From an optimization exercise on the open Yosys and OpenROAD flow, aimed at small area, a short achievable clock period and few clock cycles per item; shortcuts taken in it are not production practice. The RTL was checked by simulation tests, not by an equivalence proof against the original design. No activity file was given, so power comes from the tool's default toggle rates.

## clock_source_selector_unit
module clock_source_selector_unit (
   input  logic                        clock,
   input  logic                        reset,
   input  logic                        req_valid,
   output logic                        req_stall,
   input  logic                        req_radio_new,
   input  logic [css_pkg::TIME_W-1:0]  req_radio_time,
   input  logic [css_pkg::DATE_W-1:0]  req_radio_date,
   input  logic                        req_rtc_new,
   input  logic [css_pkg::TIME_W-1:0]  req_rtc_time,
   input  logic [css_pkg::DATE_W-1:0]  req_rtc_date,
   input  logic                        req_internal_new,
   input  logic [css_pkg::TIME_W-1:0]  req_internal_time,
   input  logic [css_pkg::DATE_W-1:0]  req_internal_date,
   input  logic                        req_second_tick,
   input  logic                        req_rtc_write_done,
   input  logic                        req_internal_write_ok,
   output logic                        rsp_valid,
   input  logic                        rsp_stall,
   output logic [css_pkg::TIME_W-1:0]  rsp_final_time,
  ...
Size: ~260 flip-flops, roughly 240 I/O pins, roughly 17000 um^2 of cells after synthesis.
make LEC_CHECK=0 CAP_MARGIN=20 CORE_MARGIN=2 CORE_UTILIZATION=40 SETUP_SLACK_MARGIN=5 SLEW_MARGIN=20 finish   # period 9.0 ns
run.sh (not shown) runs the stock make flow with config.mk's settings and CLKGATE_MAP_FILE= SYNTH_SCRIPT=/design/flow/synth_recipe.tcl, a recipe that flattens the netlist after the stock synthesis.
Testbench counts at the start, summed over its fixed seeds: cycles 12,008, items 12,000.
Edit:
--- a/flow/design.v
+++ b/flow/design.v
@@ -79,22 +79,20 @@
    logic [DATE_W-1:0]  int_date_ff, int_date_in;
    logic [TIME_W-1:0]  ch_time_ff, ch_time_in;
    logic [DATE_W-1:0]  ch_date_ff, ch_date_in;
    logic [TIME_W-1:0]  mid_time;
    logic [DATE_W-1:0]  mid_date;
    logic [1:0]         ch_src_ff, ch_src_in, mid_src;
    logic               rtc_req_ff, int_req_ff;
    logic               fin_set, rtc_pick, int_pick;
    logic               rtc_req, int_req;
    logic               r1;
-   logic               fin_keep, int_keep;
-   logic               int_seen_ff, ch_zero;
    logic               radio_exp, rtc_exp, int_exp, fin_exp;
    function automatic logic carry_out(input logic [TIME_W-1:0] p,
                                       input logic [TIME_W-1:0] q,
                                       input logic              cin);
       logic c;
       c = cin;
       for (int i = 0; i < TIME_W; i++) c = (p[i] & q[i]) | ((p[i] | q[i]) & c);
       carry_out = c;
    endfunction
    function automatic logic differs(input logic [TIME_W-1:0] at,
@@ -145,86 +143,84 @@
       end else begin
          mid_time = ch_time_ff;
          mid_date = ch_date_ff;
          mid_src  = ch_src_ff;
       end
    end
    assign int_req = item.internal_new && (flags_ff[F_FINAL] || fin_set) && mid_src != SRC_INT &&
                     differs(item.internal_time, item.internal_date, mid_time, mid_date,
                             cfg.sync_tolerance_s);
    always_comb begin
+      flags_in = flags_ff;
       if (item.radio_new) begin
          flags_in[F_RADIO] = 1'b1;
          flags_in[F_RTC]   = r1 && !rtc_req;
       end else begin
-         flags_in[F_RADIO] = flags_ff[F_RADIO] && !(item.second_tick && radio_exp);
          flags_in[F_RTC]   = r1 || (item.rtc_new && !flags_ff[F_RADIO]);
       end
-      if (item.second_tick && !item.rtc_new && rtc_exp) flags_in[F_RTC] = 1'b0;
-      fin_keep = fin_set || (flags_ff[F_FINAL] && !(item.second_tick && fin_exp));
-      int_pick = item.second_tick && !fin_keep;
-      int_keep = flags_ff[F_INT] &&
-                 !(item.second_tick && !item.internal_new && int_exp);
-      flags_in[F_INT]   = int_req ? item.internal_write_ok : int_keep;
-      flags_in[F_FINAL] = int_pick ? flags_in[F_INT] : fin_keep;
+      if (int_req) flags_in[F_INT] = item.internal_write_ok;
+      if (fin_set) flags_in[F_FINAL] = 1'b1;
+      int_pick = 1'b0;
+      if (item.second_tick) begin
+         if (!item.radio_new && radio_exp) flags_in[F_RADIO] = 1'b0;
+         if (!item.rtc_new && rtc_exp) flags_in[F_RTC] = 1'b0;
+         if (!item.internal_new && int_exp) flags_in[F_INT] = 1'b0;
+         if (!fin_set && fin_exp) flags_in[F_FINAL] = 1'b0;
+         if (!flags_in[F_FINAL]) begin
+            int_pick = 1'b1;
+            flags_in[F_FINAL] = flags_in[F_INT];
+         end
+      end
    end
-   assign ch_zero = int_pick && !item.internal_new && !int_seen_ff;
    always_comb begin
       if (int_pick) begin
          ch_time_in = int_time_in;
          ch_date_in = int_date_in;
          ch_src_in  = SRC_INT;
       end else begin
          ch_time_in = mid_time;
          ch_date_in = mid_date;
          ch_src_in  = mid_src;
       end
    end
    always_ff @(posedge clock) begin
       if (reset) begin
          rtc_age_ff   <= '0;
          flags_ff     <= '0;
          rtc_time_ff  <= '0;
          rtc_date_ff  <= '0;
-         int_seen_ff  <= 1'b0;
+         int_time_ff  <= '0;
+         int_date_ff  <= '0;
          ch_time_ff   <= '0;
          ch_date_ff   <= '0;
          ch_src_ff    <= SRC_NONE;
       end else if (step) begin
          if (item.rtc_new)          rtc_age_ff <= '0;
          else if (item.second_tick && !rtc_age_ff[16]) rtc_age_ff <= rtc_age_ff + 1'b1;
          flags_ff     <= flags_in;
          rtc_time_ff  <= rtc_time_in;
          rtc_date_ff  <= rtc_date_in;
-         if (item.internal_new) int_seen_ff <= 1'b1;
-         if (ch_zero) begin
-            ch_time_ff <= '0;
-            ch_date_ff <= '0;
-         end else begin
-            ch_time_ff <= ch_time_in;
-            ch_date_ff <= ch_date_in;
-         end
+         int_time_ff  <= int_time_in;
+         int_date_ff  <= int_date_in;
+         ch_time_ff   <= ch_time_in;
+         ch_date_ff   <= ch_date_in;
          ch_src_ff    <= ch_src_in;
       end
    end
    always_ff @(posedge clock) begin
       if (step) begin
          if (item.radio_new)        radio_age_ff <= '0;
          else if (item.second_tick) radio_age_ff <= radio_age_ff + 1'b1;
          if (item.internal_new)     int_age_ff <= '0;
          else if (item.second_tick) int_age_ff <= int_age_ff + 1'b1;
          if (fin_set || int_pick)   fin_age_ff <= '0;
          else if (item.second_tick) fin_age_ff <= fin_age_ff + 1'b1;
-         if (item.internal_new) begin
-            int_time_ff <= item.internal_time;
-            int_date_ff <= item.internal_date;
-         end
          rtc_req_ff   <= rtc_req;
          int_req_ff   <= int_req;
       end
    end
    assign result.final_time         = ch_time_ff;
    assign result.final_date         = ch_date_ff;
    assign result.final_synced       = flags_ff[F_FINAL];
    assign result.final_source       = css_pkg::src_type'(ch_src_ff);
    assign result.rtc_write_req      = rtc_req_ff;
    assign result.internal_write_req = int_req_ff;
After rerunning: Worst setup slack is better by 0.12 ns. Utilization goes down by 0.41 points. Total power falls by a few percent. Via count rose by a few percent. Final area fell slightly. Final cell count climbs by a few percent. Hold slack hardly moves. First-iteration DRC count rises by roughly a tenth. Wire length rose slightly. Synthesized area rose slightly. Global-route usage goes down by 0.23 points. Sequential share of layout area falls by 1.8 points.
Testbench counts after the change, summed over its fixed seeds: cycles 12,008, items 12,000.


== nickel ==
clock_source_selector_unit, a different RTL version from the one above (not shown whole).
Size in the first run: about 2200 cells after synthesis, roughly 270 flip-flops, roughly 17000 um^2 of cells after synthesis.
Settings: LEC_CHECK=0, ABC_AREA=1, CAP_MARGIN=20, CORE_MARGIN=2, CORE_UTILIZATION=40, CTS_CLUSTER_DIAMETER=80, CTS_CLUSTER_SIZE=28, GPL_ROUTABILITY_DRIVEN=0, SETUP_SLACK_MARGIN=5, SLEW_MARGIN=20, TNS_END_PERCENT=5; clock period 9.0 ns.
standard.sh (not shown) runs the stock make flow with config.mk's settings and CLKGATE_MAP_FILE= SYNTH_SCRIPT=/design/flow/synth_recipe.tcl, a recipe that flattens the netlist after the stock synthesis.
==> flow/flow/run.sh <==
#!/bin/bash
# The standard layout, with plain buffers on the ports instead of the delay
# buffers buffer_ports picks by default. Each tool's output goes to its own log.
set -euo pipefail
export BUFFER_PORTS_ARGS="-buffer_cell sky130_fd_sc_hd__buf_1"
bash standard.sh > standard.log 2>&1
nickel completed every stage of the flow, and the final layout passed the timing, design-rule and antenna checks.
Testbench counts of nickel, summed over its fixed seeds: cycles 12,008, items 12,000.
Here is what was changed in the inputs of willow compared with nickel.
-- flow/design.v --
<<< nickel, line 143
      at_least = c;
   endfunction
   function automatic logic at_least20(input logic [19:0] a,
                                       input logic [19:0] b);
      logic c;
      c = 1'b1;
      for (int i = 0; i < 20; i++) c = (a[i] & ~b[i]) | ((a[i] | ~b[i]) & c);
      at_least20 = c;
   endfunction
   assign radio_exp = (cfg.radio_holdover_s[HOLD_W-1:RADIO_AGE_W] == '0) &&
                      at_least20(radio_age_ff, cfg.radio_holdover_s[RADIO_AGE_W-1:0]);
   assign rtc_exp   = rtc_age_ff[16] || at_least(rtc_age_ff[15:0], cfg.source_timeout_s);
   assign int_exp   = at_least(int_age_ff, cfg.source_timeout_s);
>>> willow, line 143
      at_least = c;
   endfunction
   assign radio_exp = (cfg.radio_holdover_s[HOLD_W-1:RADIO_AGE_W] == '0) &&
                      (radio_age_ff >= cfg.radio_holdover_s[RADIO_AGE_W-1:0]);
   assign rtc_exp   = rtc_age_ff[16] || at_least(rtc_age_ff[15:0], cfg.source_timeout_s);
   assign int_exp   = at_least(int_age_ff, cfg.source_timeout_s);
--- outcome ---
- Taking nickel as the reference, in willow met3 wirelength from detailed routing shows a reduction of 640 um; setup slack of the most critical reg-to-reg path decreased by 90 ps relative to the old numbers; final cell count saw a decrease.
- The clock-pin slew of the registers on the worst-case setup and hold paths on nickel is in line with that on willow.
- willow vs nickel — final area rose 1.5%.
- nickel vs willow, highest layer used for signal routing: met4 vs met5
- Looking at per-instance average area after synthesis, willow sits above nickel.
- NOTE die area nickel->willow increased slightly
- willow: largest vdd supply drop 0.0084 mV above nickel
- Looking at nickel and willow, the multiplexer share of the synthesized area is a wash.
- Comparing willow with nickel, the power consumed by the clock network came out essentially unchanged.
- The lower wire length after detailed routing came out of willow.
Testbench counts of willow, summed over its fixed seeds: cycles 12,008, items 12,000.

[separate check: timing with driven ports]
How much do the figures lean on ideal ports? The routed layouts below were timed once more, with nothing changed but the port constraints. Step 1: set_driving_cell puts a clkbuf_16 on clock and a buf_2 on each other input, an assumption about the parent block. Step 2 moves the port delays by t, midway between the first and last clock arrival at a register: inputs arrive t later, outputs are due t later. That takes back most of the time a late clock gives input paths. Slacks: ideal ports / drivers / drivers and shift; pairs: ideal ports / drivers.
| run | t, ns | setup WS [ns] | hold slack, ns | clock arrival spread, ns | pins driven straight from the clock port |
|---|---|---|---|---|---|
| the first run of note 1 | 0.631 | 4.378 / 4.367 / 3.737 | 0.453 / 0.453 / 0.453 | 0.013 / 0.013 | 1 |
| the second run of note 1 | 0.635 | 4.502 / 4.473 / 3.837 | 0.454 / 0.454 / 0.454 | 0.012 / 0.013 | 1 |
| nickel | 0.607 | 4.849 / 4.852 / 4.244 | 0.450 / 0.450 / 0.450 | 0.031 / 0.031 | 1 |
| willow | 0.597 | 4.792 / 4.779 / 4.182 | 0.454 / 0.454 / 0.454 | 0.039 / 0.040 | 1 |
After both steps setup and hold are still met in every run listed. The setup slack of the second run of note 1, which loses most, moves by -0.029 ns with the drivers and by -0.665 ns with both steps.
